Background: an optimization exercise with open tools, aiming at small area, a short achievable clock period and few clock cycles per item. Do not read the settings as production practice.
In this exercise RTL edits were held to simulation tests only and were not proved equivalent to the original.

==> flow/design.v (outline; a module is shown in full before it is edited, if it fits) <==
// module mant_fa: 11 lines
// module mant_ha: 10 lines
// module mant_hai: 10 lines
// module mant_mul: 909 lines
// module mant_mul_cs: 528 lines
// module mant_sqr: 631 lines
// module asin_top: 627 lines
module asin_top
(
    input  logic        clock,
    input  logic        i_rst,
    input  logic        i_valid,
    output logic        o_ready,
    input  logic [31:0] i_x,
    output logic        o_valid,
    input  logic        i_ready,
    output logic [31:0] o_asin
);
  // ...
==> flow/run.sh <==
#!/bin/bash
# synth_recipe.tcl (not shown) runs the flow's synth.tcl, then flattens the netlist and writes it again
# the make line also repeats each setting of config.mk as NAME=value (left out here)
make -C /OpenROAD-flow-scripts/flow DESIGN_CONFIG=/design/flow/config.mk WORK_HOME=/design/flow/orfs CLKGATE_MAP_FILE= SYNTH_SCRIPT=/design/flow/synth_recipe.tcl finish
==> flow/config.mk <==
export PLATFORM = sky130hd
export DESIGN_NAME = asin_top
export DESIGN_NICKNAME = asin_top
export VERILOG_FILES = /design/flow/design.v
export SDC_FILE = /design/flow/constraint.sdc
export NUM_CORES = 4
export LEC_CHECK = 0
export ABC_AREA = 1
export CAP_MARGIN = 20
export CORE_MARGIN = 2
export CORE_UTILIZATION = 55
export PLACE_DENSITY = 0.65
export SLEW_MARGIN = 20
export SYNTH_HIERARCHICAL = 1
export SYNTH_MINIMUM_KEEP_SIZE = 0
==> flow/constraint.sdc <==
create_clock -name core_clock -period 27.0 [get_ports {clock}]
set_input_delay 5.4000 -clock core_clock [delete_from_list [all_inputs] [get_ports {clock}]]
set_output_delay 5.4000 -clock core_clock [all_outputs]
set_load 0.01 [all_outputs]
==> results.sh, run 1 <==
export IMPL_setup_viol=0
export IMPL_port_buffers=69
export IMPL_syn_area_per_cell_um2=8.34
export IMPL_critical_path_class="register to primary output"
export IMPL_outcome="finished clean"
export IMPL_drc=0
export IMPL_grt_max_degree=93
export IMPL_rsz0062_at_grt="false"
export IMPL_worst_path_buf_inv=1
export IMPL_grt_ovfl_total=0
export IMPL_clkTransAtPathRegs_ps=70
export IMPL_relSlewSlack_pct=31.3
export IMPL_post_cts_buffers=0
export IMPL_top_layer="met5"
export IMPL_grt_pass1_wl_um=349000
export IMPL_gp_congestion=0.935
export IMPL_worstSkewPairLatency_ps=710
export IMPL_holdBufCountCts=0
export IMPL_inverters=1118
export IMPL_hold_depth=0
export IMPL_wl_per_cell_um=20.3
export IMPL_utilization_pct=59.0
export IMPL_track_usage_pct=31.4
export IMPL_final_nets=10700
export IMPL_r2r_start="al6[17]"
export IMPL_worstMarginPinSlew_ps=1030
export IMPL_nClkBuffers=113
export IMPL_drt_iter0_drc=5276
export IMPL_start_kind="register"
export IMPL_hold_viol_final=0
export IMPL_tns_ps=0
Testbench counts, summed over its fixed seeds: cycles 4,872, items 4,800.
==> module mant_hai, before the edit <==
module mant_hai
(
    input  logic a,
    input  logic b,
    output logic s,
    output logic co
);
    assign s  = ~(a ^ b);
    assign co = a | b;
endmodule
==> module asin_top, before the edit <==
module asin_top
(
    input  logic        clock,
    input  logic        i_rst,
    input  logic        i_valid,
    output logic        o_ready,
    input  logic [31:0] i_x,
    output logic        o_valid,
    input  logic        i_ready,
    output logic [31:0] o_asin
);
    function automatic logic [31:0] fnorm(input logic sign, input logic [7:0] e0,
                                          input logic [23:0] ph, input logic zero);
        logic [7:0]  e1;
        e1 = e0 - 8'd1;
        if (zero)
            fnorm = '0;
        else
            fnorm = {sign, ph[23] ? e0 : e1, ph[23] ? ph[22:0] : {ph[21:0], 1'b0}};
    endfunction
    function automatic logic [24:0] add24(input logic [23:0] a, input logic [23:0] b,
                                          input logic ci);
        logic [23:0] g;
        logic [23:0] p;
        logic [23:0] gn;
        logic [23:0] pn;
        logic [24:0] c;
        g = a & b;
        p = a ^ b;
        g[0] = g[0] | (p[0] & ci);
        for (int span = 1; span < 24; span = span * 2)
        begin
            gn = g;
            pn = p;
            for (int i = 0; i < 24; i++)
                if ((i / span) % 2 == 1)
                begin
                    gn[i] = g[i] | (p[i] & g[(i / span) * span - 1]);
                    pn[i] = p[i] & p[(i / span) * span - 1];
                end
            g = gn;
            p = pn;
        end
        c = {g, ci};
        add24 = {c[24], (a ^ b) ^ c[23:0]};
    endfunction
    function automatic logic [31:0] fmul3(input logic [31:0] a);
        logic [25:0] t;
        logic [7:0]  e1;
        logic [7:0]  e2;
        t  = {2'b01, a[22:0]} + {1'b1, a[22:0], 1'b0};
        e2 = a[30:23] + 8'd2;
        e1 = a[30:23] + 8'd1;
        if (a[30:0] == '0)
            fmul3 = '0;
        else
            fmul3 = {a[31], t[25] ? e2 : e1, t[25] ? t[24:2] : {t[23:2], 1'b0}};
    endfunction
    function automatic logic [1:0] add3(input logic [3:0] v);
        case (v)
            4'd0: add3 = 2'd0;
            4'd1: add3 = 2'd1;
            4'd2: add3 = 2'd2;
            4'd3: add3 = 2'd0;
            4'd4: add3 = 2'd1;
            4'd5: add3 = 2'd2;
            4'd6: add3 = 2'd0;
            4'd7: add3 = 2'd0;
            4'd8: add3 = 2'd2;
            4'd9: add3 = 2'd0;
            4'd10: add3 = 2'd1;
            4'd11: add3 = 2'd0;
            4'd12: add3 = 2'd0;
            4'd13: add3 = 2'd0;
            4'd14: add3 = 2'd0;
            4'd15: add3 = 2'd0;
            default: add3 = 2'd0;
        endcase
    endfunction
    function automatic logic [1:0] qd3(input logic [3:0] v);
        case (v)
            4'd0: qd3 = 2'd0;
            4'd1: qd3 = 2'd0;
            4'd2: qd3 = 2'd0;
            4'd3: qd3 = 2'd1;
            4'd4: qd3 = 2'd1;
            4'd5: qd3 = 2'd1;
            4'd6: qd3 = 2'd2;
            4'd7: qd3 = 2'd2;
            4'd8: qd3 = 2'd2;
            4'd9: qd3 = 2'd3;
            4'd10: qd3 = 2'd3;
            4'd11: qd3 = 2'd3;
            4'd12: qd3 = 2'd0;
            4'd13: qd3 = 2'd0;
            4'd14: qd3 = 2'd0;
            4'd15: qd3 = 2'd0;
            default: qd3 = 2'd0;
        endcase
    endfunction
    function automatic logic [2:0] res5(input logic [3:0] v);
        case (v)
            4'd0: res5 = 3'd0;
            4'd1: res5 = 3'd1;
            4'd2: res5 = 3'd2;
            4'd3: res5 = 3'd3;
            4'd4: res5 = 3'd4;
            4'd5: res5 = 3'd0;
            4'd6: res5 = 3'd1;
            4'd7: res5 = 3'd2;
            4'd8: res5 = 3'd3;
            4'd9: res5 = 3'd4;
            4'd10: res5 = 3'd0;
            4'd11: res5 = 3'd1;
            4'd12: res5 = 3'd2;
            4'd13: res5 = 3'd3;
            4'd14: res5 = 3'd4;
            4'd15: res5 = 3'd0;
            default: res5 = 3'd0;
        endcase
    endfunction
    function automatic logic [2:0] add5(input logic [5:0] v);
        case (v)
            6'd0: add5 = 3'd0;
            6'd1: add5 = 3'd1;
            6'd2: add5 = 3'd2;
            6'd3: add5 = 3'd3;
            6'd4: add5 = 3'd4;
            6'd5: add5 = 3'd0;
            6'd6: add5 = 3'd0;
            6'd7: add5 = 3'd0;
            6'd8: add5 = 3'd1;
            6'd9: add5 = 3'd2;
            6'd10: add5 = 3'd3;
            6'd11: add5 = 3'd4;
            6'd12: add5 = 3'd0;
            6'd13: add5 = 3'd0;
            6'd14: add5 = 3'd0;
            6'd15: add5 = 3'd0;
            6'd16: add5 = 3'd2;
            6'd17: add5 = 3'd3;
            6'd18: add5 = 3'd4;
            6'd19: add5 = 3'd0;
            6'd20: add5 = 3'd1;
            6'd21: add5 = 3'd0;
            6'd22: add5 = 3'd0;
            6'd23: add5 = 3'd0;
            6'd24: add5 = 3'd3;
            6'd25: add5 = 3'd4;
            6'd26: add5 = 3'd0;
            6'd27: add5 = 3'd1;
            6'd28: add5 = 3'd2;
            6'd29: add5 = 3'd0;
            6'd30: add5 = 3'd0;
            6'd31: add5 = 3'd0;
            6'd32: add5 = 3'd4;
            6'd33: add5 = 3'd0;
            6'd34: add5 = 3'd1;
            6'd35: add5 = 3'd2;
            6'd36: add5 = 3'd3;
            6'd37: add5 = 3'd0;
            6'd38: add5 = 3'd0;
            6'd39: add5 = 3'd0;
            6'd40: add5 = 3'd0;
            6'd41: add5 = 3'd0;
            6'd42: add5 = 3'd0;
            6'd43: add5 = 3'd0;
            6'd44: add5 = 3'd0;
            6'd45: add5 = 3'd0;
            6'd46: add5 = 3'd0;
            6'd47: add5 = 3'd0;
            6'd48: add5 = 3'd0;
            6'd49: add5 = 3'd0;
            6'd50: add5 = 3'd0;
            6'd51: add5 = 3'd0;
            6'd52: add5 = 3'd0;
            6'd53: add5 = 3'd0;
            6'd54: add5 = 3'd0;
            6'd55: add5 = 3'd0;
            6'd56: add5 = 3'd0;
            6'd57: add5 = 3'd0;
            6'd58: add5 = 3'd0;
            6'd59: add5 = 3'd0;
            6'd60: add5 = 3'd0;
            6'd61: add5 = 3'd0;
            6'd62: add5 = 3'd0;
            6'd63: add5 = 3'd0;
            default: add5 = 3'd0;
        endcase
    endfunction
    function automatic logic [3:0] qd5(input logic [6:0] v);
        case (v)
            7'd0: qd5 = 4'd0;
            7'd1: qd5 = 4'd0;
            7'd2: qd5 = 4'd0;
            7'd3: qd5 = 4'd0;
            7'd4: qd5 = 4'd0;
            7'd5: qd5 = 4'd1;
            7'd6: qd5 = 4'd1;
            7'd7: qd5 = 4'd1;
            7'd8: qd5 = 4'd1;
            7'd9: qd5 = 4'd1;
            7'd10: qd5 = 4'd2;
            7'd11: qd5 = 4'd2;
            7'd12: qd5 = 4'd2;
            7'd13: qd5 = 4'd2;
            7'd14: qd5 = 4'd2;
            7'd15: qd5 = 4'd3;
            7'd16: qd5 = 4'd3;
            7'd17: qd5 = 4'd3;
            7'd18: qd5 = 4'd3;
            7'd19: qd5 = 4'd3;
            7'd20: qd5 = 4'd4;
            7'd21: qd5 = 4'd4;
            7'd22: qd5 = 4'd4;
            7'd23: qd5 = 4'd4;
            7'd24: qd5 = 4'd4;
            7'd25: qd5 = 4'd5;
            7'd26: qd5 = 4'd5;
            7'd27: qd5 = 4'd5;
            7'd28: qd5 = 4'd5;
            7'd29: qd5 = 4'd5;
            7'd30: qd5 = 4'd6;
            7'd31: qd5 = 4'd6;
            7'd32: qd5 = 4'd6;
            7'd33: qd5 = 4'd6;
            7'd34: qd5 = 4'd6;
            7'd35: qd5 = 4'd7;
            7'd36: qd5 = 4'd7;
            7'd37: qd5 = 4'd7;
            7'd38: qd5 = 4'd7;
            7'd39: qd5 = 4'd7;
            7'd40: qd5 = 4'd8;
            7'd41: qd5 = 4'd8;
            7'd42: qd5 = 4'd8;
            7'd43: qd5 = 4'd8;
            7'd44: qd5 = 4'd8;
            7'd45: qd5 = 4'd9;
            7'd46: qd5 = 4'd9;
            7'd47: qd5 = 4'd9;
            7'd48: qd5 = 4'd9;
            7'd49: qd5 = 4'd9;
            7'd50: qd5 = 4'd10;
            7'd51: qd5 = 4'd10;
            7'd52: qd5 = 4'd10;
            7'd53: qd5 = 4'd10;
            7'd54: qd5 = 4'd10;
            7'd55: qd5 = 4'd11;
            7'd56: qd5 = 4'd11;
            7'd57: qd5 = 4'd11;
            7'd58: qd5 = 4'd11;
            7'd59: qd5 = 4'd11;
            7'd60: qd5 = 4'd12;
            7'd61: qd5 = 4'd12;
            7'd62: qd5 = 4'd12;
            7'd63: qd5 = 4'd12;
            7'd64: qd5 = 4'd12;
            7'd65: qd5 = 4'd13;
            7'd66: qd5 = 4'd13;
            7'd67: qd5 = 4'd13;
            7'd68: qd5 = 4'd13;
            7'd69: qd5 = 4'd13;
            7'd70: qd5 = 4'd14;
            7'd71: qd5 = 4'd14;
            7'd72: qd5 = 4'd14;
            7'd73: qd5 = 4'd14;
            7'd74: qd5 = 4'd14;
            7'd75: qd5 = 4'd15;
            7'd76: qd5 = 4'd15;
            7'd77: qd5 = 4'd15;
            7'd78: qd5 = 4'd15;
            7'd79: qd5 = 4'd15;
            7'd80: qd5 = 4'd0;
            7'd81: qd5 = 4'd0;
            7'd82: qd5 = 4'd0;
            7'd83: qd5 = 4'd0;
            7'd84: qd5 = 4'd0;
            7'd85: qd5 = 4'd0;
            7'd86: qd5 = 4'd0;
            7'd87: qd5 = 4'd0;
            7'd88: qd5 = 4'd0;
            7'd89: qd5 = 4'd0;
            7'd90: qd5 = 4'd0;
            7'd91: qd5 = 4'd0;
            7'd92: qd5 = 4'd0;
            7'd93: qd5 = 4'd0;
            7'd94: qd5 = 4'd0;
            7'd95: qd5 = 4'd0;
            7'd96: qd5 = 4'd0;
            7'd97: qd5 = 4'd0;
            7'd98: qd5 = 4'd0;
            7'd99: qd5 = 4'd0;
            7'd100: qd5 = 4'd0;
            7'd101: qd5 = 4'd0;
            7'd102: qd5 = 4'd0;
            7'd103: qd5 = 4'd0;
            7'd104: qd5 = 4'd0;
            7'd105: qd5 = 4'd0;
            7'd106: qd5 = 4'd0;
            7'd107: qd5 = 4'd0;
            7'd108: qd5 = 4'd0;
            7'd109: qd5 = 4'd0;
            7'd110: qd5 = 4'd0;
            7'd111: qd5 = 4'd0;
            7'd112: qd5 = 4'd0;
            7'd113: qd5 = 4'd0;
            7'd114: qd5 = 4'd0;
            7'd115: qd5 = 4'd0;
            7'd116: qd5 = 4'd0;
            7'd117: qd5 = 4'd0;
            7'd118: qd5 = 4'd0;
            7'd119: qd5 = 4'd0;
            7'd120: qd5 = 4'd0;
            7'd121: qd5 = 4'd0;
            7'd122: qd5 = 4'd0;
            7'd123: qd5 = 4'd0;
            7'd124: qd5 = 4'd0;
            7'd125: qd5 = 4'd0;
            7'd126: qd5 = 4'd0;
            7'd127: qd5 = 4'd0;
            default: qd5 = 4'd0;
        endcase
    endfunction
    function automatic logic [25:0] div3(input logic [23:0] n);
        logic [23:0] t;
        logic [23:0] nt;
        logic [1:0]  d;
        logic [1:0]  r;
        logic [3:0]  v;
        logic [23:0] q;
        for (int k = 0; k < 12; k++)
        begin
            d = n[2*k +: 2];
            t[2*k +: 2] = (d == 2'd3) ? 2'd0 : d;
        end
        for (int l = 1; l < 12; l = l * 2)
        begin
            nt = t;
            for (int k = 0; k + l < 12; k++)
                nt[2*k +: 2] = add3({t[2*k +: 2], t[2*(k+l) +: 2]});
            t = nt;
        end
        for (int k = 0; k < 12; k++)
        begin
            r = (k == 11) ? 2'd0 : t[2*(k+1) +: 2];
            v = {r, n[2*k +: 2]};
            q[2*k +: 2] = qd3(v);
        end
        div3 = {t[1:0], q};
    endfunction
    function automatic logic [26:0] div5(input logic [23:0] n);
        logic [17:0] t;
        logic [17:0] nt;
        logic [3:0]  d;
        logic [2:0]  r;
        logic [6:0]  v;
        logic [23:0] q;
        for (int k = 0; k < 6; k++)
        begin
            d = n[4*k +: 4];
            t[3*k +: 3] = res5(d);
        end
        for (int l = 1; l < 6; l = l * 2)
        begin
            nt = t;
            for (int k = 0; k + l < 6; k++)
                nt[3*k +: 3] = add5({t[3*k +: 3], t[3*(k+l) +: 3]});
            t = nt;
        end
        for (int k = 0; k < 6; k++)
        begin
            r = (k == 5) ? 3'd0 : t[3*(k+1) +: 3];
            v = {r, n[4*k +: 4]};
            q[4*k +: 4] = qd5(v);
        end
        div5 = {t[2:0], q};
    endfunction
    function automatic logic [31:0] fdiv6(input logic [31:0] a);
        logic [25:0] d;
        logic [22:0] a3;
        logic [2:0]  lo;
        logic [8:0]  e;
        logic [7:0]  eo;
        logic [22:0] m;
        d  = div3({1'b1, a[22:0]});
        a3 = d[22:0];
        case (d[25:24])
            2'd0:    lo = 3'd1;
            2'd1:    lo = 3'd3;
            default: lo = 3'd6;
        endcase
        m  = a3[22] ? {a3[21:0], lo[2]} : {a3[20:0], lo[2:1]};
        e  = {1'b0, a[30:23]} - 9'd2 - {8'd0, !a3[22]};
        eo = e[7:0];
        if (e[8])
        begin
            eo = '0;
            m  = '0;
        end
        if (a[30:23] == 8'hff)
        begin
            eo = 8'hff;
            m  = '0;
        end
        fdiv6 = {a[31], eo, m};
    endfunction
    function automatic logic [31:0] fdiv40(input logic [31:0] a);
        logic [26:0] d;
        logic [21:0] a5;
        logic [3:0]  lo;
        logic [8:0]  e;
        logic [7:0]  eo;
        logic [22:0] m;
        d  = div5({1'b1, a[22:0]});
        a5 = d[21:0];
        case (d[26:24])
            3'd0:    lo = 4'd1;
            3'd1:    lo = 4'd4;
            3'd2:    lo = 4'd7;
            3'd3:    lo = 4'd10;
            default: lo = 4'd13;
        endcase
        m  = a5[21] ? {a5[20:0], lo[3:2]} : {a5[19:0], lo[3:1]};
        e  = {1'b0, a[30:23]} - 9'd5 - {8'd0, !a5[21]};
        eo = e[7:0];
        if (e[8])
        begin
            eo = '0;
            m  = '0;
        end
        if (a[30:23] == 8'hff)
        begin
            eo = 8'hff;
            m  = '0;
        end
        fdiv40 = {a[31], eo, m};
    endfunction
    function automatic logic [17:0] falign(input logic [7:0] ea, input logic [7:0] eb);
        logic       a_big;
        logic [7:0] d;
        a_big  = ea >= eb;
        d      = a_big ? ea - eb : eb - ea;
        falign = {a_big, d > 8'd23, d, a_big ? ea : eb};
    endfunction
    function automatic logic [31:0] fadd_al(input logic [31:0] a, input logic [31:0] b,
                                            input logic [17:0] al);
        logic        a_big;
        logic        far;
        logic [4:0]  d;
        logic [7:0]  emax;
        logic [23:0] big;
        logic [23:0] sml;
        logic [24:0] s;
        logic [7:0]  e;
        logic [22:0] m;
        a_big = al[17];
        far   = al[16];
        d     = al[12:8];
        emax  = al[7:0];
        big   = a_big ? {1'b1, a[22:0]} : {1'b1, b[22:0]};
        sml   = a_big ? {1'b1, b[22:0]} : {1'b1, a[22:0]};
        sml   = far ? 24'd0 : sml >> d;
        s     = add24(big, sml, 1'b0);
        e     = s[24] ? emax + 8'd1 : emax;
        m     = s[24] ? s[23:1] : s[22:0];
        if (a[30:0] == '0)
            fadd_al = b;
        else if (b[30:0] == '0)
            fadd_al = a;
        else
            fadd_al = {a[31], e, m};
    endfunction
    function automatic logic [7:0] fdiv40_exp(input logic [31:0] a);
        logic [8:0] e;
        e = {1'b0, a[30:23]} - 9'd5 - {8'd0, !(a[22] | a[21])};
        if (a[30:23] == 8'hff)
            fdiv40_exp = 8'hff;
        else if (e[8])
            fdiv40_exp = 8'd0;
        else
            fdiv40_exp = e[7:0];
    endfunction
    localparam int L = 8;
    logic [L-1:0] v;
    logic [L-1:0] h;
    logic [31:0] x0, x1, x2, x3, x4, x5, x6, x7;
    logic [31:0] sq1;
    logic        sq_top;
    logic [31:0] sq2, sq3;
    logic [23:0] m3x, m3y;
    logic        m3c;
    logic [7:0]  m3e;
    logic        m3s;
    logic        m3z;
    logic [31:0] cu3;
    logic [23:0] m5x, m5y;
    logic        m5c;
    logic [7:0]  m5e;
    logic        m5s;
    logic        m5z;
    logic [31:0] c4, c5, c6;
    logic [31:0] t5;
    logic [31:0] q6;
    logic [31:0] s7;
    logic [17:0] al6;
    logic [17:0] al7;
    logic [31:0] res;
    logic [47:0] sq_p;
    logic [23:0] m3_x, m3_y;
    logic        m3_c;
    logic [23:0] m5_x, m5_y;
    logic        m5_c;
    mant_sqr    u_sq (.i_a(x0[22:0]), .o_p(sq_p));
    mant_mul_cs u_m3 (.i_a(sq1[22:0]), .i_b(x1[22:0]), .o_x(m3_x), .o_y(m3_y), .o_c(m3_c));
    mant_mul_cs u_m5 (.i_a(sq3[22:0]), .i_b(cu3[22:0]), .o_x(m5_x), .o_y(m5_y), .o_c(m5_c));
    logic        skid_v;
    logic        skid_h;
    logic [31:0] skid_x;
    logic        head_mode;
    logic        accept;
    logic        r_free;
    logic        deliver;
    logic        recirc;
    logic        head_mode_d;
    logic [7:0]  es0;
    logic [7:0]  es1;
    logic [23:0] s_sml;
    logic        s_top;
    always_comb
    begin
        if (c6[30:0] == '0)
        begin
            es0 = q6[30:23];
            es1 = q6[30:23];
        end
        else if (q6[30:0] == '0)
        begin
            es0 = c6[30:23];
            es1 = c6[30:23];
        end
        else
        begin
            es0 = al6[7:0];
            es1 = al6[7:0] + 8'd1;
        end
        s_sml = al6[17] ? {1'b1, q6[22:0]} : {1'b1, c6[22:0]};
        s_sml = al6[16] ? 24'd0 : s_sml >> al6[12:8];
        s_top = add24(al6[17] ? {1'b1, c6[22:0]} : {1'b1, q6[22:0]}, s_sml, 1'b0) >> 24;
    end
    logic [24:0] m3sum;
    logic [24:0] m5sum;
    assign m3sum   = add24(m3x, m3y, m3c);
    assign m5sum   = add24(m5x, m5y, m5c);
    assign accept  = i_valid && o_ready;
    assign sq_top  = {1'b1, x0[22:0]} >= 24'd11863284;
    assign res     = fadd_al(x7, s7, al7);
    assign r_free  = !o_valid || i_ready;
    assign deliver = v[L-1] && r_free && (!head_mode || h[L-1]);
    assign recirc  = v[L-1] && !deliver;
    always_comb
    begin
        head_mode_d = head_mode;
        if (recirc && !head_mode)
            head_mode_d = 1'b1;
        else if (deliver && h[L-1])
            head_mode_d = 1'b0;
    end
    always_ff @(posedge clock)
    begin
        if (i_rst)
        begin
            v         <= '0;
            skid_v    <= 1'b0;
            head_mode <= 1'b0;
            o_valid   <= 1'b0;
            o_ready   <= 1'b1;
        end
        else
        begin
            v         <= {v[L-2:0], accept || skid_v};
            skid_v    <= recirc;
            head_mode <= head_mode_d;
            o_ready   <= !recirc && !head_mode_d;
            if (deliver)
                o_valid <= 1'b1;
            else if (i_ready)
                o_valid <= 1'b0;
        end
        h      <= {h[L-2:0], skid_v && skid_h};
        skid_h <= head_mode ? h[L-1] : 1'b1;
        skid_x <= x7;
        x0  <= skid_v ? skid_x : i_x;
        x1  <= x0;
        sq1 <= fnorm(1'b0, {x0[29:23], 1'b0} - 8'd126, {sq_top, sq_p[46:24]}, x0[30:0] == '0);
        x2  <= x1;
        sq2 <= sq1;
        m3x <= m3_x;
        m3y <= m3_y;
        m3c <= m3_c;
        m3e <= sq1[30:23] + x1[30:23] - 8'd126;
        m3s <= sq1[31] ^ x1[31];
        m3z <= sq1[30:0] == '0 || x1[30:0] == '0;
        x3  <= x2;
        sq3 <= sq2;
        cu3 <= fnorm(m3s, m3e, ~m3sum[23:0], m3z);
        x4  <= x3;
        c4  <= fdiv6(cu3);
        m5x <= m5_x;
        m5y <= m5_y;
        m5c <= m5_c;
        m5e <= sq3[30:23] + cu3[30:23] - 8'd126;
        m5s <= sq3[31] ^ cu3[31];
        m5z <= sq3[30:0] == '0 || cu3[30:0] == '0;
        x5  <= x4;
        c5  <= c4;
        t5  <= fmul3(fnorm(m5s, m5e, ~m5sum[23:0], m5z));
        x6  <= x5;
        c6  <= c5;
        q6  <= fdiv40(t5);
        al6 <= falign(c5[30:23], fdiv40_exp(t5));
        x7  <= x6;
        s7  <= fadd_al(c6, q6, al6);
        al7 <= s_top ? falign(x6[30:23], es1) : falign(x6[30:23], es0);
        if (deliver)
            o_asin <= res;
    end
endmodule
==> inputs of run 2 (changes only) <==
--- a/flow/design.v
+++ b/flow/design.v
@@ -39,6 +39,22 @@
     assign s  = a ^ b;
     assign co = a & b;
 endmodule
+module mant_xnor
+(
+    input  logic a,
+    input  logic b,
+    output logic y
+);
+    assign y = ~(a ^ b);
+endmodule
+module mant_or
+(
+    input  logic a,
+    input  logic b,
+    output logic y
+);
+    assign y = a | b;
+endmodule
 module mant_hai
 (
     input  logic a,
@@ -46,8 +62,8 @@
     output logic s,
     output logic co
 );
-    assign s  = ~(a ^ b);
-    assign co = a | b;
+    mant_xnor u_s (.a(a), .b(b), .y(s));
+    mant_or   u_c (.a(a), .b(b), .y(co));
 endmodule
 module mant_mul
 (
@@ -2118,6 +2134,208 @@
     assign o_p = {~(pp[47] ^ sg126), ~(pp[46] ^ sg125), ~(pp[45] ^ sg124), ~(pp[44] ^ sg123), ~(pp[43] ^ sg122), ~(pp[42] ^ sg121), ~(pp[41] ^ sg120), ~(pp[40] ^ sg119), ~(pp[39] ^ sg118), ~(pp[38] ^ sg117), ~(pp[37] ^ sg116), ~(pp[36] ^ sg115), ~(pp[35] ^ sg114), ~(pp[34] ^ sg113), ~(pp[33] ^ sg112), ~(pp[32] ^ sg111), ~(pp[31] ^ sg110), ~(pp[30] ^ sg109), ~(pp[29] ^ sg108), ~(pp[28] ^ sg107), ~(pp[27] ^ sg106), ~(pp[26] ^ sg105), ~(pp[25] ^ sg104), ~(pp[24] ^ sg103), ~(pp[23] ^ sg102), ~(pp[22] ^ sg101), ~(pp[21] ^ sg100), ~(pp[20] ^ sg99), ~(pp[19] ^ sg98), ~(pp[18] ^ sg97), ~(pp[17] ^ sg96), ~(pp[16] ^ sg79), ~(pp[15] ^ sg78), ~(pp[14] ^ sg77), ~(pp[13] ^ sg76), ~(pp[12] ^ sg75), ~(pp[11] ^ sg74), ~(pp[10] ^ sg73), ~(pp[9] ^ sg72), ~(pp[8] ^ sg51), ~(pp[7] ^ sg50), ~(pp[6] ^ sg49), ~(pp[5] ^ sg48), ~(pp[4] ^ sg25), ~(pp[3] ^ sg24), ~(pp[2] ^ sg0), ~(pp[1] ^ (gg[0] | pp[0])), pp[0]};
 endmodule
 `timescale 1ns/1ps
+module div3_step
+(
+    input  logic [1:0] i_r,
+    input  logic i_b,
+    output logic [1:0] o_r,
+    output logic o_q
+);
+    logic [2:0] v;
+    logic [2:0] y;
+    assign v = {i_r, i_b};
+    assign y[0] = (v == 3'd3) | (v == 3'd4) | (v == 3'd5);
+    assign y[1] = (v == 3'd1) | (v == 3'd4);
+    assign y[2] = (v == 3'd2) | (v == 3'd5);
+    assign o_r = y[2:1];
+    assign o_q = y[0];
+endmodule
+module div3_add
+(
+    input  logic [1:0] i_a,
+    input  logic [1:0] i_b,
+    output logic [1:0] o_s
+);
+    logic [3:0] v;
+    logic [1:0] y;
+    assign v = {i_a, i_b};
+    assign y[0] = (v == 4'd1) | (v == 4'd4) | (v == 4'd10);
+    assign y[1] = (v == 4'd2) | (v == 4'd5) | (v == 4'd8);
+    assign o_s = y[1:0];
+endmodule
+module div3_res
+(
+    input  logic [1:0] i_d,
+    output logic [1:0] o_r
+);
+    logic [1:0] v;
+    logic [1:0] y;
+    assign v = {i_d};
+    assign y[0] = (v == 2'd1);
+    assign y[1] = (v == 2'd2);
+    assign o_r = y[1:0];
+endmodule
+module div3_24
+(
+    input  logic [23:0] i_n,
+    output logic [23:0] o_q,
+    output logic [1:0] o_r
+);
+    logic [23:0] dr;
+    div3_res u_res0 (.i_d(i_n[1:0]), .o_r(dr[1:0]));
+    div3_res u_res1 (.i_d(i_n[3:2]), .o_r(dr[3:2]));
+    div3_res u_res2 (.i_d(i_n[5:4]), .o_r(dr[5:4]));
+    div3_res u_res3 (.i_d(i_n[7:6]), .o_r(dr[7:6]));
+    div3_res u_res4 (.i_d(i_n[9:8]), .o_r(dr[9:8]));
+    div3_res u_res5 (.i_d(i_n[11:10]), .o_r(dr[11:10]));
+    div3_res u_res6 (.i_d(i_n[13:12]), .o_r(dr[13:12]));
+    div3_res u_res7 (.i_d(i_n[15:14]), .o_r(dr[15:14]));
+    div3_res u_res8 (.i_d(i_n[17:16]), .o_r(dr[17:16]));
+    div3_res u_res9 (.i_d(i_n[19:18]), .o_r(dr[19:18]));
+    div3_res u_res10 (.i_d(i_n[21:20]), .o_r(dr[21:20]));
+    div3_res u_res11 (.i_d(i_n[23:22]), .o_r(dr[23:22]));
+    logic [1:0] seg2_0;
+    div3_add u_seg2_0 (.i_a(dr[17:16]), .i_b(dr[19:18]), .o_s(seg2_0));
+    logic [1:0] seg2_1;
+    div3_add u_seg2_1 (.i_a(dr[21:20]), .i_b(dr[23:22]), .o_s(seg2_1));
+    logic [1:0] seg2_2;
+    div3_add u_seg2_2 (.i_a(seg2_0), .i_b(seg2_1), .o_s(seg2_2));
+    logic [1:0] seg2;
+    assign seg2 = seg2_2;
+    logic [1:0] seg1_0;
+    div3_add u_seg1_0 (.i_a(dr[9:8]), .i_b(dr[11:10]), .o_s(seg1_0));
+    logic [1:0] seg1_1;
+    div3_add u_seg1_1 (.i_a(dr[13:12]), .i_b(dr[15:14]), .o_s(seg1_1));
+    logic [1:0] seg1_2;
+    div3_add u_seg1_2 (.i_a(seg1_0), .i_b(seg1_1), .o_s(seg1_2));
+    logic [1:0] seg1;
+    assign seg1 = seg1_2;
+    logic [1:0] r16, r8;
+    assign r16 = seg2;
+    div3_add u_r8 (.i_a(seg2), .i_b(seg1), .o_s(r8));
+    logic [47:0] rc;
+    div3_step u_st0 (.i_r(rc[3:2]), .i_b(i_n[0]), .o_r(rc[1:0]), .o_q(o_q[0]));
+    div3_step u_st1 (.i_r(rc[5:4]), .i_b(i_n[1]), .o_r(rc[3:2]), .o_q(o_q[1]));
+    div3_step u_st2 (.i_r(rc[7:6]), .i_b(i_n[2]), .o_r(rc[5:4]), .o_q(o_q[2]));
+    div3_step u_st3 (.i_r(rc[9:8]), .i_b(i_n[3]), .o_r(rc[7:6]), .o_q(o_q[3]));
+    div3_step u_st4 (.i_r(rc[11:10]), .i_b(i_n[4]), .o_r(rc[9:8]), .o_q(o_q[4]));
+    div3_step u_st5 (.i_r(rc[13:12]), .i_b(i_n[5]), .o_r(rc[11:10]), .o_q(o_q[5]));
+    div3_step u_st6 (.i_r(rc[15:14]), .i_b(i_n[6]), .o_r(rc[13:12]), .o_q(o_q[6]));
+    div3_step u_st7 (.i_r(r8), .i_b(i_n[7]), .o_r(rc[15:14]), .o_q(o_q[7]));
+    div3_step u_st8 (.i_r(rc[19:18]), .i_b(i_n[8]), .o_r(rc[17:16]), .o_q(o_q[8]));
+    div3_step u_st9 (.i_r(rc[21:20]), .i_b(i_n[9]), .o_r(rc[19:18]), .o_q(o_q[9]));
+    div3_step u_st10 (.i_r(rc[23:22]), .i_b(i_n[10]), .o_r(rc[21:20]), .o_q(o_q[10]));
+    div3_step u_st11 (.i_r(rc[25:24]), .i_b(i_n[11]), .o_r(rc[23:22]), .o_q(o_q[11]));
+    div3_step u_st12 (.i_r(rc[27:26]), .i_b(i_n[12]), .o_r(rc[25:24]), .o_q(o_q[12]));
+    div3_step u_st13 (.i_r(rc[29:28]), .i_b(i_n[13]), .o_r(rc[27:26]), .o_q(o_q[13]));
+    div3_step u_st14 (.i_r(rc[31:30]), .i_b(i_n[14]), .o_r(rc[29:28]), .o_q(o_q[14]));
+    div3_step u_st15 (.i_r(r16), .i_b(i_n[15]), .o_r(rc[31:30]), .o_q(o_q[15]));
+    div3_step u_st16 (.i_r(rc[35:34]), .i_b(i_n[16]), .o_r(rc[33:32]), .o_q(o_q[16]));
+    div3_step u_st17 (.i_r(rc[37:36]), .i_b(i_n[17]), .o_r(rc[35:34]), .o_q(o_q[17]));
+    div3_step u_st18 (.i_r(rc[39:38]), .i_b(i_n[18]), .o_r(rc[37:36]), .o_q(o_q[18]));
+    div3_step u_st19 (.i_r(rc[41:40]), .i_b(i_n[19]), .o_r(rc[39:38]), .o_q(o_q[19]));
+    div3_step u_st20 (.i_r(rc[43:42]), .i_b(i_n[20]), .o_r(rc[41:40]), .o_q(o_q[20]));
+    div3_step u_st21 (.i_r(rc[45:44]), .i_b(i_n[21]), .o_r(rc[43:42]), .o_q(o_q[21]));
+    div3_step u_st22 (.i_r(rc[47:46]), .i_b(i_n[22]), .o_r(rc[45:44]), .o_q(o_q[22]));
+    div3_step u_st23 (.i_r(2'd0), .i_b(i_n[23]), .o_r(rc[47:46]), .o_q(o_q[23]));
+    assign o_r = rc[1:0];
+endmodule
+module div5_step
+(
+    input  logic [2:0] i_r,
+    input  logic i_b,
+    output logic [2:0] o_r,
+    output logic o_q
+);
+    logic [3:0] v;
+    logic [3:0] y;
+    assign v = {i_r, i_b};
+    assign y[0] = (v == 4'd5) | (v == 4'd6) | (v == 4'd7) | (v == 4'd8) | (v == 4'd9);
+    assign y[1] = (v == 4'd1) | (v == 4'd3) | (v == 4'd6) | (v == 4'd8);
+    assign y[2] = (v == 4'd2) | (v == 4'd3) | (v == 4'd7) | (v == 4'd8);
+    assign y[3] = (v == 4'd4) | (v == 4'd9);
+    assign o_r = y[3:1];
+    assign o_q = y[0];
+endmodule
+module div5_add
+(
+    input  logic [2:0] i_a,
+    input  logic [2:0] i_b,
+    output logic [2:0] o_s
+);
+    logic [5:0] v;
+    logic [2:0] y;
+    assign v = {i_a, i_b};
+    assign y[0] = (v == 6'd1) | (v == 6'd3) | (v == 6'd8) | (v == 6'd10) | (v == 6'd17) | (v == 6'd20) | (v == 6'd24) | (v == 6'd27) | (v == 6'd34) | (v == 6'd36);
+    assign y[1] = (v == 6'd2) | (v == 6'd3) | (v == 6'd9) | (v == 6'd10) | (v == 6'd16) | (v == 6'd17) | (v == 6'd24) | (v == 6'd28) | (v == 6'd35) | (v == 6'd36);
+    assign y[2] = (v == 6'd4) | (v == 6'd11) | (v == 6'd18) | (v == 6'd25) | (v == 6'd32);
+    assign o_s = y[2:0];
+endmodule
+module div5_res
+(
+    input  logic [3:0] i_d,
+    output logic [2:0] o_r
+);
+    logic [3:0] v;
+    logic [2:0] y;
+    assign v = {i_d};
+    assign y[0] = (v == 4'd1) | (v == 4'd3) | (v == 4'd6) | (v == 4'd8) | (v == 4'd11) | (v == 4'd13);
+    assign y[1] = (v == 4'd2) | (v == 4'd3) | (v == 4'd7) | (v == 4'd8) | (v == 4'd12) | (v == 4'd13);
+    assign y[2] = (v == 4'd4) | (v == 4'd9) | (v == 4'd14);
+    assign o_r = y[2:0];
+endmodule
+module div5_24
+(
+    input  logic [23:0] i_n,
+    output logic [23:0] o_q,
+    output logic [2:0] o_r
+);
+    logic [17:0] dr;
+    div5_res u_res0 (.i_d(i_n[3:0]), .o_r(dr[2:0]));
+    div5_res u_res1 (.i_d(i_n[7:4]), .o_r(dr[5:3]));
+    div5_res u_res2 (.i_d(i_n[11:8]), .o_r(dr[8:6]));
+    div5_res u_res3 (.i_d(i_n[15:12]), .o_r(dr[11:9]));
+    div5_res u_res4 (.i_d(i_n[19:16]), .o_r(dr[14:12]));
+    div5_res u_res5 (.i_d(i_n[23:20]), .o_r(dr[17:15]));
+    logic [2:0] seg2_0;
+    div5_add u_seg2_0 (.i_a(dr[14:12]), .i_b(dr[17:15]), .o_s(seg2_0));
+    logic [2:0] seg2;
+    assign seg2 = seg2_0;
+    logic [2:0] seg1_0;
+    div5_add u_seg1_0 (.i_a(dr[8:6]), .i_b(dr[11:9]), .o_s(seg1_0));
+    logic [2:0] seg1;
+    assign seg1 = seg1_0;
+    logic [2:0] r16, r8;
+    assign r16 = seg2;
+    div5_add u_r8 (.i_a(seg2), .i_b(seg1), .o_s(r8));
+    logic [71:0] rc;
+    div5_step u_st0 (.i_r(rc[5:3]), .i_b(i_n[0]), .o_r(rc[2:0]), .o_q(o_q[0]));
+    div5_step u_st1 (.i_r(rc[8:6]), .i_b(i_n[1]), .o_r(rc[5:3]), .o_q(o_q[1]));
+    div5_step u_st2 (.i_r(rc[11:9]), .i_b(i_n[2]), .o_r(rc[8:6]), .o_q(o_q[2]));
+    div5_step u_st3 (.i_r(rc[14:12]), .i_b(i_n[3]), .o_r(rc[11:9]), .o_q(o_q[3]));
+    div5_step u_st4 (.i_r(rc[17:15]), .i_b(i_n[4]), .o_r(rc[14:12]), .o_q(o_q[4]));
+    div5_step u_st5 (.i_r(rc[20:18]), .i_b(i_n[5]), .o_r(rc[17:15]), .o_q(o_q[5]));
+    div5_step u_st6 (.i_r(rc[23:21]), .i_b(i_n[6]), .o_r(rc[20:18]), .o_q(o_q[6]));
+    div5_step u_st7 (.i_r(r8), .i_b(i_n[7]), .o_r(rc[23:21]), .o_q(o_q[7]));
+    div5_step u_st8 (.i_r(rc[29:27]), .i_b(i_n[8]), .o_r(rc[26:24]), .o_q(o_q[8]));
+    div5_step u_st9 (.i_r(rc[32:30]), .i_b(i_n[9]), .o_r(rc[29:27]), .o_q(o_q[9]));
+    div5_step u_st10 (.i_r(rc[35:33]), .i_b(i_n[10]), .o_r(rc[32:30]), .o_q(o_q[10]));
+    div5_step u_st11 (.i_r(rc[38:36]), .i_b(i_n[11]), .o_r(rc[35:33]), .o_q(o_q[11]));
+    div5_step u_st12 (.i_r(rc[41:39]), .i_b(i_n[12]), .o_r(rc[38:36]), .o_q(o_q[12]));
+    div5_step u_st13 (.i_r(rc[44:42]), .i_b(i_n[13]), .o_r(rc[41:39]), .o_q(o_q[13]));
+    div5_step u_st14 (.i_r(rc[47:45]), .i_b(i_n[14]), .o_r(rc[44:42]), .o_q(o_q[14]));
+    div5_step u_st15 (.i_r(r16), .i_b(i_n[15]), .o_r(rc[47:45]), .o_q(o_q[15]));
+    div5_step u_st16 (.i_r(rc[53:51]), .i_b(i_n[16]), .o_r(rc[50:48]), .o_q(o_q[16]));
+    div5_step u_st17 (.i_r(rc[56:54]), .i_b(i_n[17]), .o_r(rc[53:51]), .o_q(o_q[17]));
+    div5_step u_st18 (.i_r(rc[59:57]), .i_b(i_n[18]), .o_r(rc[56:54]), .o_q(o_q[18]));
+    div5_step u_st19 (.i_r(rc[62:60]), .i_b(i_n[19]), .o_r(rc[59:57]), .o_q(o_q[19]));
+    div5_step u_st20 (.i_r(rc[65:63]), .i_b(i_n[20]), .o_r(rc[62:60]), .o_q(o_q[20]));
+    div5_step u_st21 (.i_r(rc[68:66]), .i_b(i_n[21]), .o_r(rc[65:63]), .o_q(o_q[21]));
+    div5_step u_st22 (.i_r(rc[71:69]), .i_b(i_n[22]), .o_r(rc[68:66]), .o_q(o_q[22]));
+    div5_step u_st23 (.i_r(3'd0), .i_b(i_n[23]), .o_r(rc[71:69]), .o_q(o_q[23]));
+    assign o_r = rc[2:0];
+endmodule
+`timescale 1ns/1ps
 module asin_top
 (
     input  logic        clock,
@@ -2176,333 +2394,12 @@
         else
             fmul3 = {a[31], t[25] ? e2 : e1, t[25] ? t[24:2] : {t[23:2], 1'b0}};
     endfunction
-    function automatic logic [1:0] add3(input logic [3:0] v);
-        case (v)
-            4'd0: add3 = 2'd0;
-            4'd1: add3 = 2'd1;
-            4'd2: add3 = 2'd2;
-            4'd3: add3 = 2'd0;
-            4'd4: add3 = 2'd1;
-            4'd5: add3 = 2'd2;
-            4'd6: add3 = 2'd0;
-            4'd7: add3 = 2'd0;
-            4'd8: add3 = 2'd2;
-            4'd9: add3 = 2'd0;
-            4'd10: add3 = 2'd1;
-            4'd11: add3 = 2'd0;
-            4'd12: add3 = 2'd0;
-            4'd13: add3 = 2'd0;
-            4'd14: add3 = 2'd0;
-            4'd15: add3 = 2'd0;
-            default: add3 = 2'd0;
-        endcase
-    endfunction
-    function automatic logic [1:0] qd3(input logic [3:0] v);
-        case (v)
-            4'd0: qd3 = 2'd0;
-            4'd1: qd3 = 2'd0;
-            4'd2: qd3 = 2'd0;
-            4'd3: qd3 = 2'd1;
-            4'd4: qd3 = 2'd1;
-            4'd5: qd3 = 2'd1;
-            4'd6: qd3 = 2'd2;
-            4'd7: qd3 = 2'd2;
-            4'd8: qd3 = 2'd2;
-            4'd9: qd3 = 2'd3;
-            4'd10: qd3 = 2'd3;
-            4'd11: qd3 = 2'd3;
-            4'd12: qd3 = 2'd0;
-            4'd13: qd3 = 2'd0;
-            4'd14: qd3 = 2'd0;
-            4'd15: qd3 = 2'd0;
-            default: qd3 = 2'd0;
-        endcase
-    endfunction
-    function automatic logic [2:0] res5(input logic [3:0] v);
-        case (v)
-            4'd0: res5 = 3'd0;
-            4'd1: res5 = 3'd1;
-            4'd2: res5 = 3'd2;
-            4'd3: res5 = 3'd3;
-            4'd4: res5 = 3'd4;
-            4'd5: res5 = 3'd0;
-            4'd6: res5 = 3'd1;
-            4'd7: res5 = 3'd2;
-            4'd8: res5 = 3'd3;
-            4'd9: res5 = 3'd4;
-            4'd10: res5 = 3'd0;
-            4'd11: res5 = 3'd1;
-            4'd12: res5 = 3'd2;
-            4'd13: res5 = 3'd3;
-            4'd14: res5 = 3'd4;
-            4'd15: res5 = 3'd0;
-            default: res5 = 3'd0;
-        endcase
-    endfunction
-    function automatic logic [2:0] add5(input logic [5:0] v);
-        case (v)
-            6'd0: add5 = 3'd0;
-            6'd1: add5 = 3'd1;
-            6'd2: add5 = 3'd2;
-            6'd3: add5 = 3'd3;
-            6'd4: add5 = 3'd4;
-            6'd5: add5 = 3'd0;
-            6'd6: add5 = 3'd0;
-            6'd7: add5 = 3'd0;
-            6'd8: add5 = 3'd1;
-            6'd9: add5 = 3'd2;
-            6'd10: add5 = 3'd3;
-            6'd11: add5 = 3'd4;
-            6'd12: add5 = 3'd0;
-            6'd13: add5 = 3'd0;
-            6'd14: add5 = 3'd0;
-            6'd15: add5 = 3'd0;
-            6'd16: add5 = 3'd2;
-            6'd17: add5 = 3'd3;
-            6'd18: add5 = 3'd4;
-            6'd19: add5 = 3'd0;
-            6'd20: add5 = 3'd1;
-            6'd21: add5 = 3'd0;
-            6'd22: add5 = 3'd0;
-            6'd23: add5 = 3'd0;
-            6'd24: add5 = 3'd3;
-            6'd25: add5 = 3'd4;
-            6'd26: add5 = 3'd0;
-            6'd27: add5 = 3'd1;
-            6'd28: add5 = 3'd2;
-            6'd29: add5 = 3'd0;
-            6'd30: add5 = 3'd0;
-            6'd31: add5 = 3'd0;
-            6'd32: add5 = 3'd4;
-            6'd33: add5 = 3'd0;
-            6'd34: add5 = 3'd1;
-            6'd35: add5 = 3'd2;
-            6'd36: add5 = 3'd3;
-            6'd37: add5 = 3'd0;
-            6'd38: add5 = 3'd0;
-            6'd39: add5 = 3'd0;
-            6'd40: add5 = 3'd0;
-            6'd41: add5 = 3'd0;
-            6'd42: add5 = 3'd0;
-            6'd43: add5 = 3'd0;
-            6'd44: add5 = 3'd0;
-            6'd45: add5 = 3'd0;
-            6'd46: add5 = 3'd0;
-            6'd47: add5 = 3'd0;
-            6'd48: add5 = 3'd0;
-            6'd49: add5 = 3'd0;
-            6'd50: add5 = 3'd0;
-            6'd51: add5 = 3'd0;
-            6'd52: add5 = 3'd0;
-            6'd53: add5 = 3'd0;
-            6'd54: add5 = 3'd0;
-            6'd55: add5 = 3'd0;
-            6'd56: add5 = 3'd0;
-            6'd57: add5 = 3'd0;
-            6'd58: add5 = 3'd0;
-            6'd59: add5 = 3'd0;
-            6'd60: add5 = 3'd0;
-            6'd61: add5 = 3'd0;
-            6'd62: add5 = 3'd0;
-            6'd63: add5 = 3'd0;
-            default: add5 = 3'd0;
-        endcase
-    endfunction
-    function automatic logic [3:0] qd5(input logic [6:0] v);
-        case (v)
-            7'd0: qd5 = 4'd0;
-            7'd1: qd5 = 4'd0;
-            7'd2: qd5 = 4'd0;
-            7'd3: qd5 = 4'd0;
-            7'd4: qd5 = 4'd0;
-            7'd5: qd5 = 4'd1;
-            7'd6: qd5 = 4'd1;
-            7'd7: qd5 = 4'd1;
-            7'd8: qd5 = 4'd1;
-            7'd9: qd5 = 4'd1;
-            7'd10: qd5 = 4'd2;
-            7'd11: qd5 = 4'd2;
-            7'd12: qd5 = 4'd2;
-            7'd13: qd5 = 4'd2;
-            7'd14: qd5 = 4'd2;
-            7'd15: qd5 = 4'd3;
-            7'd16: qd5 = 4'd3;
-            7'd17: qd5 = 4'd3;
-            7'd18: qd5 = 4'd3;
-            7'd19: qd5 = 4'd3;
-            7'd20: qd5 = 4'd4;
-            7'd21: qd5 = 4'd4;
-            7'd22: qd5 = 4'd4;
-            7'd23: qd5 = 4'd4;
-            7'd24: qd5 = 4'd4;
-            7'd25: qd5 = 4'd5;
-            7'd26: qd5 = 4'd5;
-            7'd27: qd5 = 4'd5;
-            7'd28: qd5 = 4'd5;
-            7'd29: qd5 = 4'd5;
-            7'd30: qd5 = 4'd6;
-            7'd31: qd5 = 4'd6;
-            7'd32: qd5 = 4'd6;
-            7'd33: qd5 = 4'd6;
-            7'd34: qd5 = 4'd6;
-            7'd35: qd5 = 4'd7;
-            7'd36: qd5 = 4'd7;
-            7'd37: qd5 = 4'd7;
-            7'd38: qd5 = 4'd7;
-            7'd39: qd5 = 4'd7;
-            7'd40: qd5 = 4'd8;
-            7'd41: qd5 = 4'd8;
-            7'd42: qd5 = 4'd8;
-            7'd43: qd5 = 4'd8;
-            7'd44: qd5 = 4'd8;
-            7'd45: qd5 = 4'd9;
-            7'd46: qd5 = 4'd9;
-            7'd47: qd5 = 4'd9;
-            7'd48: qd5 = 4'd9;
-            7'd49: qd5 = 4'd9;
-            7'd50: qd5 = 4'd10;
-            7'd51: qd5 = 4'd10;
-            7'd52: qd5 = 4'd10;
-            7'd53: qd5 = 4'd10;
-            7'd54: qd5 = 4'd10;
-            7'd55: qd5 = 4'd11;
-            7'd56: qd5 = 4'd11;
-            7'd57: qd5 = 4'd11;
-            7'd58: qd5 = 4'd11;
-            7'd59: qd5 = 4'd11;
-            7'd60: qd5 = 4'd12;
-            7'd61: qd5 = 4'd12;
-            7'd62: qd5 = 4'd12;
-            7'd63: qd5 = 4'd12;
-            7'd64: qd5 = 4'd12;
-            7'd65: qd5 = 4'd13;
-            7'd66: qd5 = 4'd13;
-            7'd67: qd5 = 4'd13;
-            7'd68: qd5 = 4'd13;
-            7'd69: qd5 = 4'd13;
-            7'd70: qd5 = 4'd14;
-            7'd71: qd5 = 4'd14;
-            7'd72: qd5 = 4'd14;
-            7'd73: qd5 = 4'd14;
-            7'd74: qd5 = 4'd14;
-            7'd75: qd5 = 4'd15;
-            7'd76: qd5 = 4'd15;
-            7'd77: qd5 = 4'd15;
-            7'd78: qd5 = 4'd15;
-            7'd79: qd5 = 4'd15;
-            7'd80: qd5 = 4'd0;
-            7'd81: qd5 = 4'd0;
-            7'd82: qd5 = 4'd0;
-            7'd83: qd5 = 4'd0;
-            7'd84: qd5 = 4'd0;
-            7'd85: qd5 = 4'd0;
-            7'd86: qd5 = 4'd0;
-            7'd87: qd5 = 4'd0;
-            7'd88: qd5 = 4'd0;
-            7'd89: qd5 = 4'd0;
-            7'd90: qd5 = 4'd0;
-            7'd91: qd5 = 4'd0;
-            7'd92: qd5 = 4'd0;
-            7'd93: qd5 = 4'd0;
-            7'd94: qd5 = 4'd0;
-            7'd95: qd5 = 4'd0;
-            7'd96: qd5 = 4'd0;
-            7'd97: qd5 = 4'd0;
-            7'd98: qd5 = 4'd0;
-            7'd99: qd5 = 4'd0;
-            7'd100: qd5 = 4'd0;
-            7'd101: qd5 = 4'd0;
-            7'd102: qd5 = 4'd0;
-            7'd103: qd5 = 4'd0;
-            7'd104: qd5 = 4'd0;
-            7'd105: qd5 = 4'd0;
-            7'd106: qd5 = 4'd0;
-            7'd107: qd5 = 4'd0;
-            7'd108: qd5 = 4'd0;
-            7'd109: qd5 = 4'd0;
-            7'd110: qd5 = 4'd0;
-            7'd111: qd5 = 4'd0;
-            7'd112: qd5 = 4'd0;
-            7'd113: qd5 = 4'd0;
-            7'd114: qd5 = 4'd0;
-            7'd115: qd5 = 4'd0;
-            7'd116: qd5 = 4'd0;
-            7'd117: qd5 = 4'd0;
-            7'd118: qd5 = 4'd0;
-            7'd119: qd5 = 4'd0;
-            7'd120: qd5 = 4'd0;
-            7'd121: qd5 = 4'd0;
-            7'd122: qd5 = 4'd0;
-            7'd123: qd5 = 4'd0;
-            7'd124: qd5 = 4'd0;
-            7'd125: qd5 = 4'd0;
-            7'd126: qd5 = 4'd0;
-            7'd127: qd5 = 4'd0;
-            default: qd5 = 4'd0;
-        endcase
-    endfunction
-    function automatic logic [25:0] div3(input logic [23:0] n);
-        logic [23:0] t;
-        logic [23:0] nt;
-        logic [1:0]  d;
-        logic [1:0]  r;
-        logic [3:0]  v;
-        logic [23:0] q;
-        for (int k = 0; k < 12; k++)
-        begin
-            d = n[2*k +: 2];
-            t[2*k +: 2] = (d == 2'd3) ? 2'd0 : d;
-        end
-        for (int l = 1; l < 12; l = l * 2)
-        begin
-            nt = t;
-            for (int k = 0; k + l < 12; k++)
-                nt[2*k +: 2] = add3({t[2*k +: 2], t[2*(k+l) +: 2]});
-            t = nt;
-        end
-        for (int k = 0; k < 12; k++)
-        begin
-            r = (k == 11) ? 2'd0 : t[2*(k+1) +: 2];
-            v = {r, n[2*k +: 2]};
-            q[2*k +: 2] = qd3(v);
-        end
-        div3 = {t[1:0], q};
-    endfunction
-    function automatic logic [26:0] div5(input logic [23:0] n);
-        logic [17:0] t;
-        logic [17:0] nt;
-        logic [3:0]  d;
-        logic [2:0]  r;
-        logic [6:0]  v;
-        logic [23:0] q;
-        for (int k = 0; k < 6; k++)
-        begin
-            d = n[4*k +: 4];
-            t[3*k +: 3] = res5(d);
-        end
-        for (int l = 1; l < 6; l = l * 2)
-        begin
-            nt = t;
-            for (int k = 0; k + l < 6; k++)
-                nt[3*k +: 3] = add5({t[3*k +: 3], t[3*(k+l) +: 3]});
-            t = nt;
-        end
-        for (int k = 0; k < 6; k++)
-        begin
-            r = (k == 5) ? 3'd0 : t[3*(k+1) +: 3];
-            v = {r, n[4*k +: 4]};
-            q[4*k +: 4] = qd5(v);
-        end
-        div5 = {t[2:0], q};
-    endfunction
-    function automatic logic [31:0] fdiv6(input logic [31:0] a);
-        logic [25:0] d;
+    function automatic logic [31:0] fdiv6(input logic [31:0] a, input logic [25:0] d);
         logic [22:0] a3;
         logic [2:0]  lo;
         logic [8:0]  e;
         logic [7:0]  eo;
         logic [22:0] m;
-        d  = div3({1'b1, a[22:0]});
         a3 = d[22:0];
         case (d[25:24])
             2'd0:    lo = 3'd1;
@@ -2524,14 +2421,12 @@
         end
         fdiv6 = {a[31], eo, m};
     endfunction
-    function automatic logic [31:0] fdiv40(input logic [31:0] a);
-        logic [26:0] d;
+    function automatic logic [31:0] fdiv40(input logic [31:0] a, input logic [26:0] d);
         logic [21:0] a5;
         logic [3:0]  lo;
         logic [8:0]  e;
         logic [7:0]  eo;
         logic [22:0] m;
-        d  = div5({1'b1, a[22:0]});
         a5 = d[21:0];
         case (d[26:24])
             3'd0:    lo = 4'd1;
@@ -2671,6 +2566,12 @@
     logic [24:0] m5sum;
     assign m3sum   = add24(m3x, m3y, m3c);
     assign m5sum   = add24(m5x, m5y, m5c);
+    logic [23:0] d3_q;
+    logic [1:0]  d3_r;
+    logic [23:0] d5_q;
+    logic [2:0]  d5_r;
+    div3_24 u_d3 (.i_n({1'b1, cu3[22:0]}), .o_q(d3_q), .o_r(d3_r));
+    div5_24 u_d5 (.i_n({1'b1, t5[22:0]}), .o_q(d5_q), .o_r(d5_r));
     assign accept  = i_valid && o_ready;
     assign sq_top  = {1'b1, x0[22:0]} >= 24'd11863284;
     assign res     = fadd_al(x7, s7, al7);
@@ -2724,7 +2625,7 @@
         sq3 <= sq2;
         cu3 <= fnorm(m3s, m3e, ~m3sum[23:0], m3z);
         x4  <= x3;
-        c4  <= fdiv6(cu3);
+        c4  <= fdiv6(cu3, {d3_r, d3_q});
         m5x <= m5_x;
         m5y <= m5_y;
         m5c <= m5_c;
@@ -2736,7 +2637,7 @@
         t5  <= fmul3(fnorm(m5s, m5e, ~m5sum[23:0], m5z));
         x6  <= x5;
         c6  <= c5;
-        q6  <= fdiv40(t5);
+        q6  <= fdiv40(t5, {d5_r, d5_q});
         al6 <= falign(c5[30:23], fdiv40_exp(t5));
         x7  <= x6;
         s7  <= fadd_al(c6, q6, al6);
==> flow/flow/run.sh (new file) <==
#!/bin/bash
# The standard layout (the standard.sh, which also runs the standard
# synthesis), with two changes to how it is made:
#  - the timing repair after floorplan, CTS and global routing is asked to
#    leave setup slack well beyond what the clock needs (flow/margin.txt, ns),
#    so the layout runs faster than the constraint requires;
#  - the port buffers are sky130_fd_sc_hd__buf_2 rather than the delay
#    buffer buffer_ports picks on its own.
# The clock period and every constraint stay the design's own.
# The full make output goes to standard_flow.log here; ORFS keeps each
# tool's log under orfs/logs.
set -euo pipefail
MARGIN=$(cat flow/margin.txt)
bash standard.sh SETUP_SLACK_MARGIN="$MARGIN" \
    BUFFER_PORTS_ARGS="-buffer_cell sky130_fd_sc_hd__buf_2" finish > standard_flow.log 2>&1
==> flow/flow/margin.txt (new file) <==
20.2
==> flow/standard.sh (new file) <==
#!/bin/bash
# synth_recipe.tcl (not shown) runs the flow's synth.tcl, then flattens the netlist and writes it again
# the make line also repeats each setting of config.mk as NAME=value (left out here)
make -C /OpenROAD-flow-scripts/flow DESIGN_CONFIG=/design/flow/config.mk WORK_HOME=/design/flow/orfs CLKGATE_MAP_FILE= SYNTH_SCRIPT=/design/flow/synth_recipe.tcl "${@:-finish}"
removed: flow/run.sh
==> run 2 against run 1 <==
  * Critical path depth did not move
  * Sequential share of layout area rose by 0.14 points
  * Area after synthesis fell by 2.1%
  * Still clean on timing, DRC and antenna
  * Count of clock-buffer cells in the layout rose by 2
  * Synthesized cell count rose by 1.1%
  * Non-clock buffer count rose by 7
  * Via count fell by 1.1%
  * Hold slack got worse by 4.1 ps
  * Die area fell by 2.1%
==> results.sh, run 2 <==
export IMPL_utilization_pct=58.8
export IMPL_worst_path_buf_inv=1
export IMPL_slowest_stage="edfxtp_1"
export IMPL_fillerInstances=12100
export IMPL_start_util_pct=55.3
export IMPL_wl_per_cell_um=19.2
export IMPL_fmax_ghz=0.149
export IMPL_hold_viol_final=0
export IMPL_critical_path_class="register to primary output"
export IMPL_clkSinkCount=804
export IMPL_rsz0062_at_grt="false"
export IMPL_tns_ps=0
export IMPL_final_common_cell="nand2_1"
export IMPL_drc=0
export IMPL_min_path_type="register to register"
export IMPL_path_cells="buf_2"
export IMPL_drt_pass1_iter_count=6
export IMPL_cts_buffers_inserted=88
export IMPL_critPathCaptureType="primary output"
export IMPL_crit_family="flip-flops"
export IMPL_clkTransAtPathRegs_ps=60
export IMPL_holdBufCountCts=0
export IMPL_ios=70
export IMPL_grt_busiest_layer="met2"
export IMPL_die_x_um=373
export IMPL_start_kind="register"
export IMPL_grt_ovfl_total=0
export IMPL_clk_path_buf_depth=3
export IMPL_clock_skew_ps=73.7
export IMPL_h_tree_depth=3
export IMPL_die_h_um=373
export IMPL_core_um2=135000
export IMPL_mostFrequentLayoutCells="nand2_1 (2991), fa_1 (1207), inv_1 (1028)"
export IMPL_globalRouteMet2Util_pct=51.3
export IMPL_root_buffer="clkbuf_16"
export IMPL_worstMarginPinSlew_ps=1010
export IMPL_synthCells=9281
export IMPL_fin_hold_ws_ps=279
export IMPL_place_ws_ps=20290
export IMPL_drt_iter0_drc=4796
export IMPL_fin_ws_ps=20270
export IMPL_die_area_um2=139000
export IMPL_cts_tree="yes"
export IMPL_grt_max_degree=93
export IMPL_num_rows=135
export IMPL_fin_crit_ps=6730
export IMPL_port_buffers=69
export IMPL_outcome="finished clean"
export IMPL_gp_congestion=0.962
export IMPL_syn_area_per_cell_um2=8.08
export IMPL_syn_area_um2=75000
export IMPL_grtUsageMet1_pct=39.0
export IMPL_antenna_left=0
export IMPL_met3_usage_pct=5.24
export IMPL_final_nets=10600
export IMPL_track_usage_pct=30.4
export IMPL_n_antenna_cell=0
export IMPL_worstSkewPairLatency_ps=730
export IMPL_antenna_found_initial=2
export IMPL_max_stage_delay_ps=430
export IMPL_grt_pass1_vias=62500
export IMPL_setup_viol=0
export IMPL_critPathRequiredTime_ps=21600
export IMPL_fin_crit_sh_pct=24.9
export IMPL_hpwl_um=150000
export IMPL_syn_to_final_growth_pct=6.16
export IMPL_slew_violations=0
export IMPL_yosysWarningCount=7
export IMPL_wl_um=210000
export IMPL_relSlewSlack_pct=32.3
export IMPL_drive_above_1_share_pct=6.89
export IMPL_via_per_inst=5.55
export IMPL_grt_pass1_wl_um=335000
export IMPL_critical_path_max_fanout=1
export IMPL_cap_violations=0
export IMPL_crit_arrival_ps=1330
export IMPL_vias=60900
## run 2: changes by cell type in the layout (fill, tap and decap cells not counted), moves of 35 or more
cell / delta
nand3_1: +35
buf_2: +69
a21oi_1: -62
nor2_1: +103
nor2_2: +53
clkdlybuf4s50_1: -69
nand2_1: +328
ha_1: -164
inv_2: +71
o211ai_1: -52
o21ai_0: -150
inv_1: -55
## run 2: final timing paths
path,start,endpoint,slack [ps],cells after the start
worst max-delay path,o_asin[26],o_asin[26],20270,1
worst min-delay path,x5[25],x6[25],280,0
worst max register to register,al7[17],o_asin[8],20610,26
worst min register to register,x5[25],x6[25],280,0
## run 2: layer usage
layer	share of wire [%]	up-vias
li1	-	28200
met3	7.7	504
met4	3.6	2
met1	41	29700
met2	48	2491
met5	0.0086	-
## run 2: area by class of cell
cell class	instances	area, µm²	share of cell area (%)
Clock buffer	115	2410	3.03
Sequential cell	804	16400	20.7
Timing Repair Buffer	195	1310	1.65
Tap cell	1781	2230	2.80
Inverter	1130	4250	5.34
Multi-Input combinational cell	6898	52300	65.7
Clock inverter	49	656	0.824
Timing Repair inverter	1	5.00	0.00629
## run 2: stage by stage
step | cell area (µm²) | instances
after global placement | 76400 | 10800
after global routing | 79600 | 11000
after detailed placement | 76400 | 10800
after CTS | 79500 | 11000
final | 79600 | 11000
after floorplan | 75100 | 9305
## run 2: what timing repair did
| item | in CTS | in global routing |
|---|---|---|
| buffers inserted | 0 | 1 |
| setup endpoints to repair | 0 | 5 |
| hold endpoints to repair | 0 | 0 |
| resized for setup | 0 | 32 |
Testbench counts of run 2, summed over its fixed seeds: cycles 4,872, items 4,800.

-- re-timing with driven ports --
In the flow no input, the clock included, has a driving cell. The finished layouts below were timed again as built, in two steps.
Step 1: set_driving_cell puts a clkbuf_16 on clock and a buf_2 on each other input, an assumption about the parent block.
Step 2 also shifts input and output timing later by t, the mid clock arrival at the registers, as if the neighbouring blocks saw the same clock.
a / b / c = ideal ports / drivers / drivers and shift; a / b = the first two.
run | t, ns | setup slack, ns | latest minus earliest clock arrival (ns) | worst data-port slew with drivers (ns) | cell pins on the clock port's net
run 1 | 0.757 | 19.978 / 19.906 / 19.920 | 0.064 / 0.064 | 0.04 | 1
run 2 | 0.766 | 20.269 / 20.198 / 20.338 | 0.082 / 0.082 | 0.03 | 1
After both steps setup and hold are still met in every run listed. The setup slack of run 1, which loses most, moves by -0.072 ns with the drivers and by -0.058 ns with both steps.
